This design comes from an exercise in tuning for small area, a short achievable clock period and few clock cycles per item on the open sky130 flow, not from production work. The RTL was checked by simulation tests, not by an equivalence proof against the original design. No activity file was given, so power comes from the tool's default toggle rates.

Setup of old:
// heading_pid_steer_controller
module heading_pid_steer_controller (
   input  logic                  clock,
   input  logic                  reset,
   input  logic                  req_valid,
   output logic                  req_ready,
   input  logic [OP_W-1:0]       req_op,
   input  logic [ANGLE_IN_W-1:0] req_angle_in,
   input  logic [THROTTLE_W-1:0] req_throttle_in,
   input  logic                  req_enable_in,
   output logic                  rsp_valid,
   input  logic                  rsp_ready,
   output logic [STEER_W-1:0]    rsp_steer_out,
   output logic [THROTTLE_W-1:0] rsp_throttle_out,
   output logic                  rsp_in_band,
   input  logic                  csr_wr_en,
   input  logic [CSR_IDX_W-1:0]  csr_index,
   input  logic [CSR_DATA_W-1:0] csr_wr_data
);
   logic [GAIN_W-1:0]   gain_p, gain_i, gain_d;
   logic [LIMIT_W-1:0]  steer_limit;
   logic [BAND_W-1:0]   error_band;
   logic [PERIOD_W-1:0] tick_period;
   logic [RATE_W-1:0]   tick_rate;
   always_ff @(posedge clock) begin
      if (reset) begin
         gain_p      <= 16'd8192;
         gain_i      <= 16'd410;
         gain_d      <= 16'd1229;
         steer_limit <= 14'd8192;
         error_band  <= 15'd410;
         tick_period <= 16'd1311;
         tick_rate   <= 10'd50;
      end else if (csr_wr_en) begin
         unique case (csr_index)
            3'd0: gain_p      <= csr_wr_data[GAIN_W-1:0];
            3'd1: gain_i      <= csr_wr_data[GAIN_W-1:0];
            3'd2: gain_d      <= csr_wr_data[GAIN_W-1:0];
            3'd3: steer_limit <= csr_wr_data[LIMIT_W-1:0];
            3'd4: error_band  <= csr_wr_data[BAND_W-1:0];
            3'd5: tick_period <= csr_wr_data[PERIOD_W-1:0];
            3'd6: tick_rate   <= csr_wr_data[RATE_W-1:0];
            default: begin
            end
         endcase
      end
   end
   hpid_ctrl u_ctrl (
      .clock            (clock),
      .reset            (reset),
      .gain_p           (gain_p),
      .gain_i           (gain_i),
      .gain_d           (gain_d),
      .steer_limit      (steer_limit),
      .error_band       (error_band),
      .tick_period      (tick_period),
      .tick_rate        (tick_rate),
      .req_valid        (req_valid),
  ...
clock: 6.0 ns
lec_check: 0
abc_clock_period_in_ps: 3300
cap_margin: 20
core_margin: 2
core_utilization: 45
cts_cluster_diameter: 120
cts_cluster_size: 24
setup_slack_margin: 2.3
slew_margin: 20
run.sh (not shown) runs the stock make flow with config.mk's settings and CLKGATE_MAP_FILE= SYNTH_SCRIPT=/design/flow/synth_recipe.tcl, a recipe that flattens the netlist after the stock synthesis.
Testbench counts of old, summed over its fixed seeds: cycles 7,635, items 1,961.
What new does differently from old at the input level:
--- a/flow/design.v
+++ b/flow/design.v
@@ -155,20 +155,18 @@
    logic                         j_clr;
    logic                         j_take;
    localparam logic [2:0] B_RDY = 3'd0;
    localparam logic [2:0] B_I2  = 3'd1;
    localparam logic [2:0] B_I3  = 3'd2;
    localparam logic [2:0] B_I4  = 3'd3;
    localparam logic [2:0] B_I5  = 3'd4;
    logic [2:0]                   b_st;
-   logic signed [HEADING_W-1:0]  b_err;
    logic signed [HEADING_W-1:0]  last_err;    
-   logic                         b_clr;
-   logic signed [THROTTLE_W-1:0] b_thr, e_thr;
+   logic signed [THROTTLE_W-1:0] e_thr;
    logic                         b_dz;
    logic signed [ACC_W-1:0]      acc;
    logic signed [HEADING_W-1:0] w;
    logic                        jump, tick_on;
    logic signed [HEADING_W-1:0] err;
    logic                        inband;
    logic                        stall, adv;
    always_comb begin
@@ -359,17 +357,17 @@
       e_fire  = e_v && out_free && !bp_first;
       bp_fire = bp_first && out_free;
       take_oob  = (b_st == B_RDY) && j_v && (j_kind == J_OOB) &&
                   (!tp_drain || (!rsp_valid && !bp_first));
       take_band = ((b_st == B_RDY) || (b_st == B_I4) || (b_st == B_I5)) && j_v &&
                   (j_kind != J_OOB) && !bp_v;
       emit_job  = take_band && (b_st == B_RDY) && !tp_drain && out_free;
       fill_bp   = take_band && !emit_job;
-      j_take    = take_oob || take_band;
+      j_take    = (b_st == B_I3) || take_band;
       i_sum   = acc[33:16];
       if (i_sum > 18'sd8192)       integ_new = 15'sd8192;
       else if (i_sum < -18'sd8192) integ_new = -15'sd8192;
       else                         integ_new = i_sum[INTEG_W-1:0];
       if (acc[27:23] != {5{acc[27]}})
          deriv_sat = acc[27] ? 24'sh800000 : 24'sh7FFFFF;
       else
          deriv_sat = acc[23:0];
@@ -389,27 +387,27 @@
       x_acc_in = 1'b0;
       x_gd_in  = 1'b0;
       x_c15_in = 1'b0;
       x_c11_in = 1'b0;
       x_int_in = 1'b0;
       unique case (b_st)
          B_I2: begin
             if (b_dz) begin
-               x_a_in   = 24'(b_err);
+               x_a_in   = 24'(j_err);
                x_b_in   = gain_p;
                x_c11_in = 1'b1;
             end else begin
-               x_a_in = 24'(DIFF_W'(b_err) - (b_clr ? DIFF_W'(0) : DIFF_W'(last_err)));
+               x_a_in = 24'(DIFF_W'(j_err) - (j_clr ? DIFF_W'(0) : DIFF_W'(last_err)));
                x_b_in = 16'(tick_rate);
             end
             x_v_in = 1'b1;
          end
          B_I3: begin
-            x_a_in   = 24'(b_err);
+            x_a_in   = 24'(j_err);
             x_b_in   = gain_p;
             x_v_in   = !b_dz;
             x_c11_in = 1'b1;
          end
          B_I4: begin
             x_a_in   = 24'(integ_new);
             x_b_in   = gain_i;
             x_v_in   = 1'b1;
@@ -424,16 +422,23 @@
             x_gd_in  = 1'b1;
          end
          default: begin
             x_v_in   = take_oob;
             x_c15_in = 1'b1;
             x_int_in = !j_clr;
          end
       endcase
+      if (!x_v_in) begin
+         x_a_in   = '0;
+         x_acc_in = 1'b1;
+         x_c15_in = 1'b0;
+         x_c11_in = 1'b0;
+         x_int_in = 1'b0;
+      end
    end
    always_ff @(posedge clock) begin
       if (reset) begin
          b_st     <= B_RDY;
          integ    <= '0;
          last_err <= '0;
          x_v   <= 1'b0;
          x_gd  <= 1'b0;
@@ -447,17 +452,17 @@
             B_I2:  b_st <= B_I3;
             B_I3:  b_st <= B_I4;
             B_I4:  b_st <= b_dz ? B_RDY : B_I5;
             default: b_st <= B_RDY;
          endcase
          if (take_band && (j_kind == J_BAND)) begin
             last_err <= j_err;
          end else if (b_st == B_I2) begin
-            last_err <= b_err;
+            last_err <= j_err;
          end
          if (take_band && (j_kind == J_BAND)) begin
             integ <= '0;
          end else if (b_st == B_I4) begin
             integ <= integ_new;
          end
          x_v  <= x_v_in;
          x_gd <= x_gd_in;
@@ -483,40 +488,34 @@
       x_acc <= x_acc_in;
       x_c15 <= x_c15_in;
       x_c11 <= x_c11_in;
       y_s   <= mul_s;
       y_c   <= mul_c;
       y_acc <= x_acc;
       x_int <= x_int_in;
       y_int <= x_int;
-      if (y_v) begin
-         acc <= y_s + y_c + z_add;
-      end
+      acc <= y_s + y_c + z_add;
       if (take_oob) begin
-         b_err  <= j_err;
-         b_thr  <= j_thr;
-         b_clr  <= j_clr;
          b_dz   <= (j_err == (j_clr ? HEADING_W'(0) : last_err));
       end
-      if (x_gd_in) begin
-         e_thr <= b_thr;
+      if (b_st == B_I3) begin
+         e_thr <= j_thr;
       end
       if (fill_bp) begin
          bp_thr    <= (j_kind == J_BAND) ? j_thr : '0;
          bp_band   <= (j_kind == J_BAND);
          bp_behind <= (b_st != B_RDY) || (tp_drain && !e_fire);
       end else if (e_fire) begin
          bp_behind <= 1'b0;
       end
    end
    always_comb begin
-      if (y_acc)      z_add = acc;
-      else if (y_int) z_add = ACC_W'({{(ACC_W-16-INTEG_W){integ[INTEG_W-1]}}, integ, 16'd0});
-      else            z_add = '0;
+      z_add = (acc & {ACC_W{y_acc}}) |
+              (ACC_W'({{(ACC_W-16-INTEG_W){integ[INTEG_W-1]}}, integ, 16'd0}) & {ACC_W{y_int}});
    end
    always_ff @(posedge clock) begin
       if (reset) begin
          rsp_valid <= 1'b0;
       end else if (e_fire || bp_fire || emit_job) begin
          rsp_valid <= 1'b1;
       end else if (rsp_ready) begin
          rsp_valid <= 1'b0;
## What came out
Per the comparison of new with old, die area now sits lower; count of inverters other than clock inverters in the layout now sits lower; overall power of the completed layout now sits higher; post-route DRC violation count now sits at about the same level. Comparing old and new, met3 track utilization from global routing is lower on new. Non-clock buffer total of the final layout shrinks by more than 10% when moving from old to new.
Testbench counts of new, summed over its fixed seeds: cycles 7,740, items 1,961.


== JK ==
heading_pid_steer_controller again, from the RTL that the note above started with.
// heading_pid_steer_controller
module heading_pid_steer_controller (
   input  logic                  clock,
   input  logic                  reset,
   input  logic                  req_valid,
   output logic                  req_ready,
   input  logic [OP_W-1:0]       req_op,
   input  logic [ANGLE_IN_W-1:0] req_angle_in,
   input  logic [THROTTLE_W-1:0] req_throttle_in,
   input  logic                  req_enable_in,
   output logic                  rsp_valid,
   input  logic                  rsp_ready,
   output logic [STEER_W-1:0]    rsp_steer_out,
   output logic [THROTTLE_W-1:0] rsp_throttle_out,
   output logic                  rsp_in_band,
   input  logic                  csr_wr_en,
   input  logic [CSR_IDX_W-1:0]  csr_index,
   input  logic [CSR_DATA_W-1:0] csr_wr_data
);
==> flow/config.mk <==
export PLATFORM = sky130hd
export DESIGN_NAME = heading_pid_steer_controller
export DESIGN_NICKNAME = heading_pid_steer_controller
export VERILOG_FILES = /design/flow/design.v
export SDC_FILE = /design/flow/constraint.sdc
export NUM_CORES = 4
export LEC_CHECK = 0
export ABC_CLOCK_PERIOD_IN_PS = 3300
export CAP_MARGIN = 20
export CORE_MARGIN = 2
export CORE_UTILIZATION = 45
export CTS_CLUSTER_DIAMETER = 130
export CTS_CLUSTER_SIZE = 26
export SETUP_SLACK_MARGIN = 2.3
export SLEW_MARGIN = 20
==> flow/constraint.sdc <==
create_clock -name core_clock -period 6.0 [get_ports {clock}]
set_input_delay 1.2000 -clock core_clock [delete_from_list [all_inputs] [get_ports {clock}]]
set_output_delay 1.2000 -clock core_clock [all_outputs]
set_load 0.01 [all_outputs]
Testbench counts of JK, summed over its fixed seeds: cycles 7,635, items 1,961.
The inputs of MS differ from those of JK as listed below.
--- a/flow/design.v
+++ b/flow/design.v
@@ -181,13 +181,13 @@
       d = DIFF_W'(target) - DIFF_W'(yaw);
       if (d > DIFF_W'(PI_Q))         err = d[HEADING_W-1:0] - HEADING_W'(TWO_PI_Q);
       else if (d < -(DIFF_W'(PI_Q))) err = d[HEADING_W-1:0] + HEADING_W'(TWO_PI_Q);
       else                           err = d[HEADING_W-1:0];
       eabs   = f3_err[HEADING_W-1] ? -f3_err : f3_err;
       inband = eabs < HEADING_W'(error_band);
-      stall = f3_v && q_v && !j_take;
+      stall = f3_v && j_v && !j_take;
       adv   = !stall;
    end
    assign req_ready = !c_v || adv;
    logic signed [2:0] in_k;
    always_comb begin
       logic signed [ANGLE_IN_W-1:0] x;
@@ -267,54 +267,27 @@
                default: begin
                end
             endcase
          end
       end
    end
-   logic                         q_v;
-   logic [1:0]                   q_kind;
-   logic signed [HEADING_W-1:0]  q_err;
-   logic signed [THROTTLE_W-1:0] q_thr;
-   logic                         q_clr;
-   logic                         push, j_load;
-   logic [1:0]                   f3_kind;
-   always_comb begin
-      push    = f3_v && adv;
-      j_load  = !j_v || j_take;
-      f3_kind = f3_dis ? J_DIS : (inband ? J_BAND : J_OOB);
-   end
    always_ff @(posedge clock) begin
       if (reset) begin
          j_v <= 1'b0;
-         q_v <= 1'b0;
-      end else if (j_load) begin
-         j_v <= q_v || push;
-         q_v <= q_v && push;
-      end else begin
-         q_v <= q_v || push;
+      end else if (f3_v && adv) begin
+         j_v <= 1'b1;
+      end else if (j_take) begin
+         j_v <= 1'b0;
       end
    end
    always_ff @(posedge clock) begin
-      if (j_load) begin
-         if (q_v) begin
-            j_kind <= q_kind;
-            j_err  <= q_err;
-            j_thr  <= q_thr;
-            j_clr  <= q_clr;
-         end else begin
-            j_kind <= f3_kind;
-            j_err  <= f3_err;
-            j_thr  <= thr;
-            j_clr  <= clr_pend;
-         end
-      end
-      if (push && (q_v || !j_load)) begin
-         q_kind <= f3_kind;
-         q_err  <= f3_err;
-         q_thr  <= thr;
-         q_clr  <= clr_pend;
+      if (f3_v && adv) begin
+         j_kind <= f3_dis ? J_DIS : (inband ? J_BAND : J_OOB);
+         j_err  <= f3_err;
+         j_thr  <= thr;
+         j_clr  <= clr_pend;
       end
    end
    logic                      out_free;
    logic                      tp_drain, bp_first;
    logic                      take_oob, take_band, emit_job, fill_bp, e_fire, bp_fire;
    logic signed [INTEG_W-1:0] integ_new;
--- outcome ---
[MS] portion of the clock cycle consumed by the worst path in the final layout rose 0.51 points relative to JK
MS vs. JK: multi-input combinational cell count went down by about 2.4%.
Largest fanout of any net on the critical path for MS is lower than for JK.
Higher final core utilization was reported by JK, not MS.
Compared with JK, in MS sequential share of layout area now smaller; count of clock-buffer cells in the layout went down by about 4.5%; final layout net count now smaller.
Diff JK -> MS | met3 global-route usage | decrease of 1.9 points
On minimum clock period after layout, JK beats MS.
Higher sequential group power was reported by JK, not MS.
Compared to JK, MS has global-route met1 utilization 3.0 points lower.
Taking JK as the reference point, the relative contribution of the clock network to total power of MS rises by 5.3 points.
Summary of the comparison: number of buffers inserted during clock tree synthesis is lower in MS, relative to JK.
Testbench counts of MS, summed over its fixed seeds: cycles 8,109, items 1,961.

afterwards: timing with drivers on the ports:
The results above use ideal ports. As a check the final layouts listed here were re-extracted and re-timed, cells and wires unchanged.
Step 1, drivers: a clkbuf_16 drives clock and a buf_2 each remaining input, both assumed.
Step 2 times the ports against the registers' clock, not the clock port: input delays grow and output delays shrink by t, the midpoint of the rising clock arrivals with the driver on.
Slacks: ideal ports / drivers / drivers and shift; pairs: ideal ports / drivers.
| run | t, ns | slack for setup (ns) | worst data-port slew with drivers (ns) | cell pins on the clock port's net |
|---|---|---|---|---|
| old | 0.691 | 2.294 / 2.294 / 2.294 | 0.05 | 1 |
| new | 0.673 | 2.369 / 2.369 / 1.999 | 0.05 | 1 |
| JK | 0.682 | 2.307 / 2.307 / 2.307 | 0.06 | 1 |
| MS | 0.663 | 2.277 / 2.277 / 2.165 | 0.05 | 1 |
After both steps setup and hold are still met in every run listed. The setup slack of new, which loses most, moves by 0.000 ns with the drivers and by -0.370 ns with both steps.
